This design comes from an exercise in tuning for small area, a short achievable clock period and few clock cycles per item on the open sky130 flow, not from production work. The RTL was checked by simulation tests, not by an equivalence proof against the original design.

oak:
## tns_link_top
module tns_link_top (
    input  logic        clock,
    input  logic        rst_n,
    input  logic        in_valid,
    input  logic [23:0] in_data,
    input  logic        out_credit,
    output logic        in_credit,
    output logic        out_valid,
    output logic [27:0] out_code,
    output logic [23:0] out_data
);
Size in the first run: roughly 1700 cells after synthesis, ~250 flip-flops, ~82 I/O pins, about 15000 um2 of cells after synthesis.
==> module tns_link_top, before the edit <==
module tns_link_top (
    input  logic        clock,
    input  logic        rst_n,
    input  logic        in_valid,
    input  logic [23:0] in_data,
    input  logic        out_credit,
    output logic        in_credit,
    output logic        out_valid,
    output logic [27:0] out_code,
    output logic [23:0] out_data
);
    localparam int CAP = 5;   
    logic        a_v;
    logic [23:0] a_d;
    logic        v1;
    logic [23:0] d1;
    logic [20:0] r1;
    logic [27:23] c1;       
    logic [27:23] cn1;      
    logic [20:0] rn1;
    logic        v2;
    logic [23:0] d2;
    logic [15:0] r2;
    logic [27:17] c2;       
    logic [27:17] cn2;      
    logic [15:0] rn2;
    logic        v3;
    logic [23:0] d3;
    logic [10:0] r3;
    logic [27:11] c3;       
    logic [27:11] cn3;      
    logic [10:0] rn3;
    logic        v4;
    logic [23:0] d4;
    logic [27:0] c4;       
    logic [27:0] cn4;      
    logic        ov;
    logic [2:0]  ocred;    
    logic [2:0]  xcred;    
    logic [2:0]  rcred;    
    logic        ic;
    logic free4;
    assign free4 = !v4 || ov;
    logic free3;
    assign free3 = !v3 || free4;
    logic free2;
    assign free2 = !v2 || free3;
    logic free1;
    assign free1 = !v1 || free2;
    logic a_mv;
    assign a_mv = a_v && free1;
    logic mv1;
    assign mv1 = v1 && free2;
    logic mv2;
    assign mv2 = v2 && free3;
    logic mv3;
    assign mv3 = v3 && free4;
    logic [8:0] h1;
    assign h1 = {c1[26], c1[23], 1'b0, 1'b0, 1'b0, 1'b0, 1'b0, 1'b0, 1'b0};
    tns_enc_s0 u_s0 (.rem_i(a_d), .hist(h1), .rem_o(rn1), .code_o(cn1[27:23]));
    logic [8:0] h2;
    assign h2 = {c2[26], c2[23], c2[20], c2[17], 1'b0, 1'b0, 1'b0, 1'b0, 1'b0};
    tns_enc_s1 u_s1 (.rem_i(r1), .hist(h2), .rem_o(rn2), .code_o(cn2[22:17]));
    assign cn2[27:23] = c1[27:23];
    logic [8:0] h3;
    assign h3 = {c3[26], c3[23], c3[20], c3[17], c3[14], c3[11], 1'b0, 1'b0, 1'b0};
    tns_enc_s2 u_s2 (.rem_i(r2), .hist(h3), .rem_o(rn3), .code_o(cn3[16:11]));
    assign cn3[27:17] = c2[27:17];
    logic [8:0] h4;
    assign h4 = {c4[26], c4[23], c4[20], c4[17], c4[14], c4[11], c4[8], c4[5], c4[2]};
    tns_enc_s3 u_s3 (.rem_i(r3), .hist(h4), .code_o(cn4[10:0]));
    assign cn4[27:11] = c3[27:11];
    logic [2:0] ocred_k, xcred_k, rcred_k;
    logic [2:0] ocred_n, xcred_n, rcred_n;
    logic       b_next;
    assign ocred_k = ocred - {2'b0, ov};
    assign xcred_k = xcred - {2'b0, ic};
    assign rcred_k = rcred - {2'b0, ic};
    assign ocred_n = out_credit ? ocred_k + 3'd1 : ocred_k;
    assign xcred_n = out_credit ? xcred_k + 3'd1 : xcred_k;
    assign rcred_n = in_valid   ? rcred_k + 3'd1 : rcred_k;
    assign b_next = mv3 || (v4 && !ov);
    always_ff @(posedge clock or negedge rst_n) begin
        if (!rst_n) begin
            a_v   <= 1'b0;
            v1    <= 1'b0;
            v2    <= 1'b0;
            v3    <= 1'b0;
            v4    <= 1'b0;
            ov    <= 1'b0;
            ocred <= 3'd4;
            xcred <= 3'(CAP);
            rcred <= 3'd0;
            ic    <= 1'b0;
        end else begin
            a_v   <= in_valid || (a_v && !a_mv);
            v1    <= a_mv || (v1 && !mv1);
            v2    <= mv1 || (v2 && !mv2);
            v3    <= mv2 || (v3 && !mv3);
            v4    <= b_next;
            ov    <= b_next && (out_credit || (ocred_k != 3'd0));
            ocred <= ocred_n;
            xcred <= xcred_n;
            rcred <= rcred_n;
            ic    <= (out_credit || (xcred_k != 3'd0)) && (in_valid || (rcred_k != 3'd0));
        end
    end
    logic [27:23] cq1;
    logic [1:0] hq1;    
    assign c1 = {cq1[27], hq1[1], cq1[25], cq1[24], hq1[0]};
    logic [27:17] cq2;
    logic [1:0] hq2;    
    assign c2 = {cq2[27], cq2[26], cq2[25], cq2[24], cq2[23], cq2[22], cq2[21], hq2[1], cq2[19], cq2[18], hq2[0]};
    logic [27:11] cq3;
    logic [1:0] hq3;    
    assign c3 = {cq3[27], cq3[26], cq3[25], cq3[24], cq3[23], cq3[22], cq3[21], cq3[20], cq3[19], cq3[18], cq3[17], cq3[16], cq3[15], hq3[1], cq3[13], cq3[12], hq3[0]};
    logic [27:0] cq4;
    logic [1:0] hq4;    
    assign c4 = {cq4[27], cq4[26], cq4[25], cq4[24], cq4[23], cq4[22], cq4[21], cq4[20], cq4[19], cq4[18], cq4[17], cq4[16], cq4[15], cq4[14], cq4[13], cq4[12], cq4[11], cq4[10], cq4[9], hq4[1], cq4[7], cq4[6], hq4[0], cq4[4], cq4[3], cq4[2], cq4[1], cq4[0]};
    always_ff @(posedge clock) begin
        if (!a_v || a_mv) a_d <= in_data;
        if (a_mv) begin
            d1 <= a_d;
            r1 <= rn1;
            cq1 <= cn1;
        end
        if (mv1) begin
            d2 <= d1;
            r2 <= rn2;
            cq2 <= cn2;
        end
        if (mv2) begin
            d3 <= d2;
            r3 <= rn3;
            cq3 <= cn3;
        end
        if (mv3) begin
            d4 <= d3;
            cq4 <= cn4;
        end
    end
    always_ff @(posedge clock or negedge rst_n) begin
        if (!rst_n) begin
            hq1 <= '0;
            hq2 <= '0;
            hq3 <= '0;
            hq4 <= '0;
        end else begin
            if (a_mv) hq1 <= {cn1[26], cn1[23]};
            if (mv1) hq2 <= {cn2[20], cn2[17]};
            if (mv2) hq3 <= {cn3[14], cn3[11]};
            if (mv3) hq4 <= {cn4[8], cn4[5]};
        end
    end
    assign in_credit = ic;
    assign out_valid = ov;
    assign out_code  = c4;
    assign out_data  = d4;
endmodule
clock: 45.0 ns
lec_check: 0
abc_area: 1
cap_margin: 20
core_margin: 2
core_utilization: 40
cts_buf_list: sky130_fd_sc_hd__clkbuf_8 sky130_fd_sc_hd__clkbuf_16
cts_cluster_diameter: 100
cts_cluster_size: 25
slew_margin: 20
standard.sh (not shown) runs the stock make flow with config.mk's settings and CLKGATE_MAP_FILE= SYNTH_SCRIPT=/design/flow/synth_recipe.tcl, a recipe that flattens the netlist after the stock synthesis.
==> flow/flow/run.sh <==
#!/bin/bash
# The standard layout, with port buffers of a plain buffer cell.
set -euo pipefail
export BUFFER_PORTS_ARGS="-buffer_cell sky130_fd_sc_hd__buf_1"
bash standard.sh finish > standard_flow.log 2>&1
oak went all the way through the flow, and no timing, DRC or antenna check failed.
Testbench counts of oak, summed over its fixed seeds: cycles 5,546, words 4,800.
## Diff of input files: pine against oak
diff --git a/flow/design.v b/flow/design.v
--- a/flow/design.v
+++ b/flow/design.v
@@ -976,11 +976,11 @@
     output logic        in_credit,
     output logic        out_valid,
     output logic [27:0] out_code,
     output logic [23:0] out_data
 );
-    localparam int CAP = 5;   
+    localparam int CAP = 4;   
     logic        a_v;
     logic [23:0] a_d;
     logic        v1;
     logic [23:0] d1;
     logic [20:0] r1;
@@ -1006,12 +1006,13 @@
     logic        ov;
     logic [2:0]  ocred;    
     logic [2:0]  xcred;    
     logic [2:0]  rcred;    
     logic        ic;
+    logic [2:0]  ocred_k;
     logic free4;
-    assign free4 = !v4 || ov;
+    assign free4 = (ocred_k != 3'd0);
     logic free3;
     assign free3 = !v3 || free4;
     logic free2;
     assign free2 = !v2 || free3;
     logic free1;
@@ -1037,11 +1038,11 @@
     assign cn3[27:17] = c2[27:17];
     logic [8:0] h4;
     assign h4 = {c4[26], c4[23], c4[20], c4[17], c4[14], c4[11], c4[8], c4[5], c4[2]};
     tns_enc_s3 u_s3 (.rem_i(r3), .hist(h4), .code_o(cn4[10:0]));
     assign cn4[27:11] = c3[27:11];
-    logic [2:0] ocred_k, xcred_k, rcred_k;
+    logic [2:0] xcred_k, rcred_k;
     logic [2:0] ocred_n, xcred_n, rcred_n;
     logic       b_next;
     assign ocred_k = ocred - {2'b0, ov};
     assign xcred_k = xcred - {2'b0, ic};
     assign rcred_k = rcred - {2'b0, ic};
@@ -1064,12 +1065,12 @@
         end else begin
             a_v   <= in_valid || (a_v && !a_mv);
             v1    <= a_mv || (v1 && !mv1);
             v2    <= mv1 || (v2 && !mv2);
             v3    <= mv2 || (v3 && !mv3);
-            v4    <= b_next;
-            ov    <= b_next && (out_credit || (ocred_k != 3'd0));
+            v4    <= 1'b0;
+            ov    <= mv3;
             ocred <= ocred_n;
             xcred <= xcred_n;
             rcred <= rcred_n;
             ic    <= (out_credit || (xcred_k != 3'd0)) && (in_valid || (rcred_k != 3'd0));
         end
@@ -1101,11 +1102,11 @@
         if (mv2) begin
             d3 <= d2;
             r3 <= rn3;
             cq3 <= cn3;
         end
-        if (mv3) begin
+        if (1) begin
             d4 <= d3;
             cq4 <= cn4;
         end
     end
     always_ff @(posedge clock or negedge rst_n) begin
### Flow results
Sequential share of layout area: pine < oak. [compare] base=oak new=pine: sequential fraction of the synthesis area has decreased; fraction of area in multi-input gates has increased. The final core area utilization of oak and that of pine are within noise of each other. Number of buffers added by the clock tree synthesis step ends up higher on pine. Re largest net degree at the start of global routing: pine is about 1.9% up on oak. Relative to oak, fraction of registers with async set/reset decreased by 0.37 points in pine. Clock latency of the later-clocked register in the worst-skew pair in pine is 0.03 ns above oak.
Testbench counts of pine, summed over its fixed seeds: cycles 5,556, words 4,800.

==> what the ideal ports hide <==
Ports are ideal in the flow. The routed layouts listed here were re-timed in OpenROAD. Step 1, drivers: a clkbuf_16 drives clock and a buf_2 each remaining input, both assumed. Step 2 adds t to the input delays and takes it off the output delays; t is the mean of the earliest and latest rising clock arrival at the registers after step 1. Input paths then give back, and output paths get back, about the clock's delay inside the block. Slacks: ideal / step 1 / step 2; pairs: ideal / step 1.
| run | t (ns) | setup WS [ns] | pins driven straight from the clock port |
|---|---|---|---|
| oak | 0.523 | 34.934 / 34.885 / 35.273 | 1 |
| pine | 0.543 | 34.906 / 34.855 / 35.217 | 1 |
After both steps every run listed still meets setup and hold.
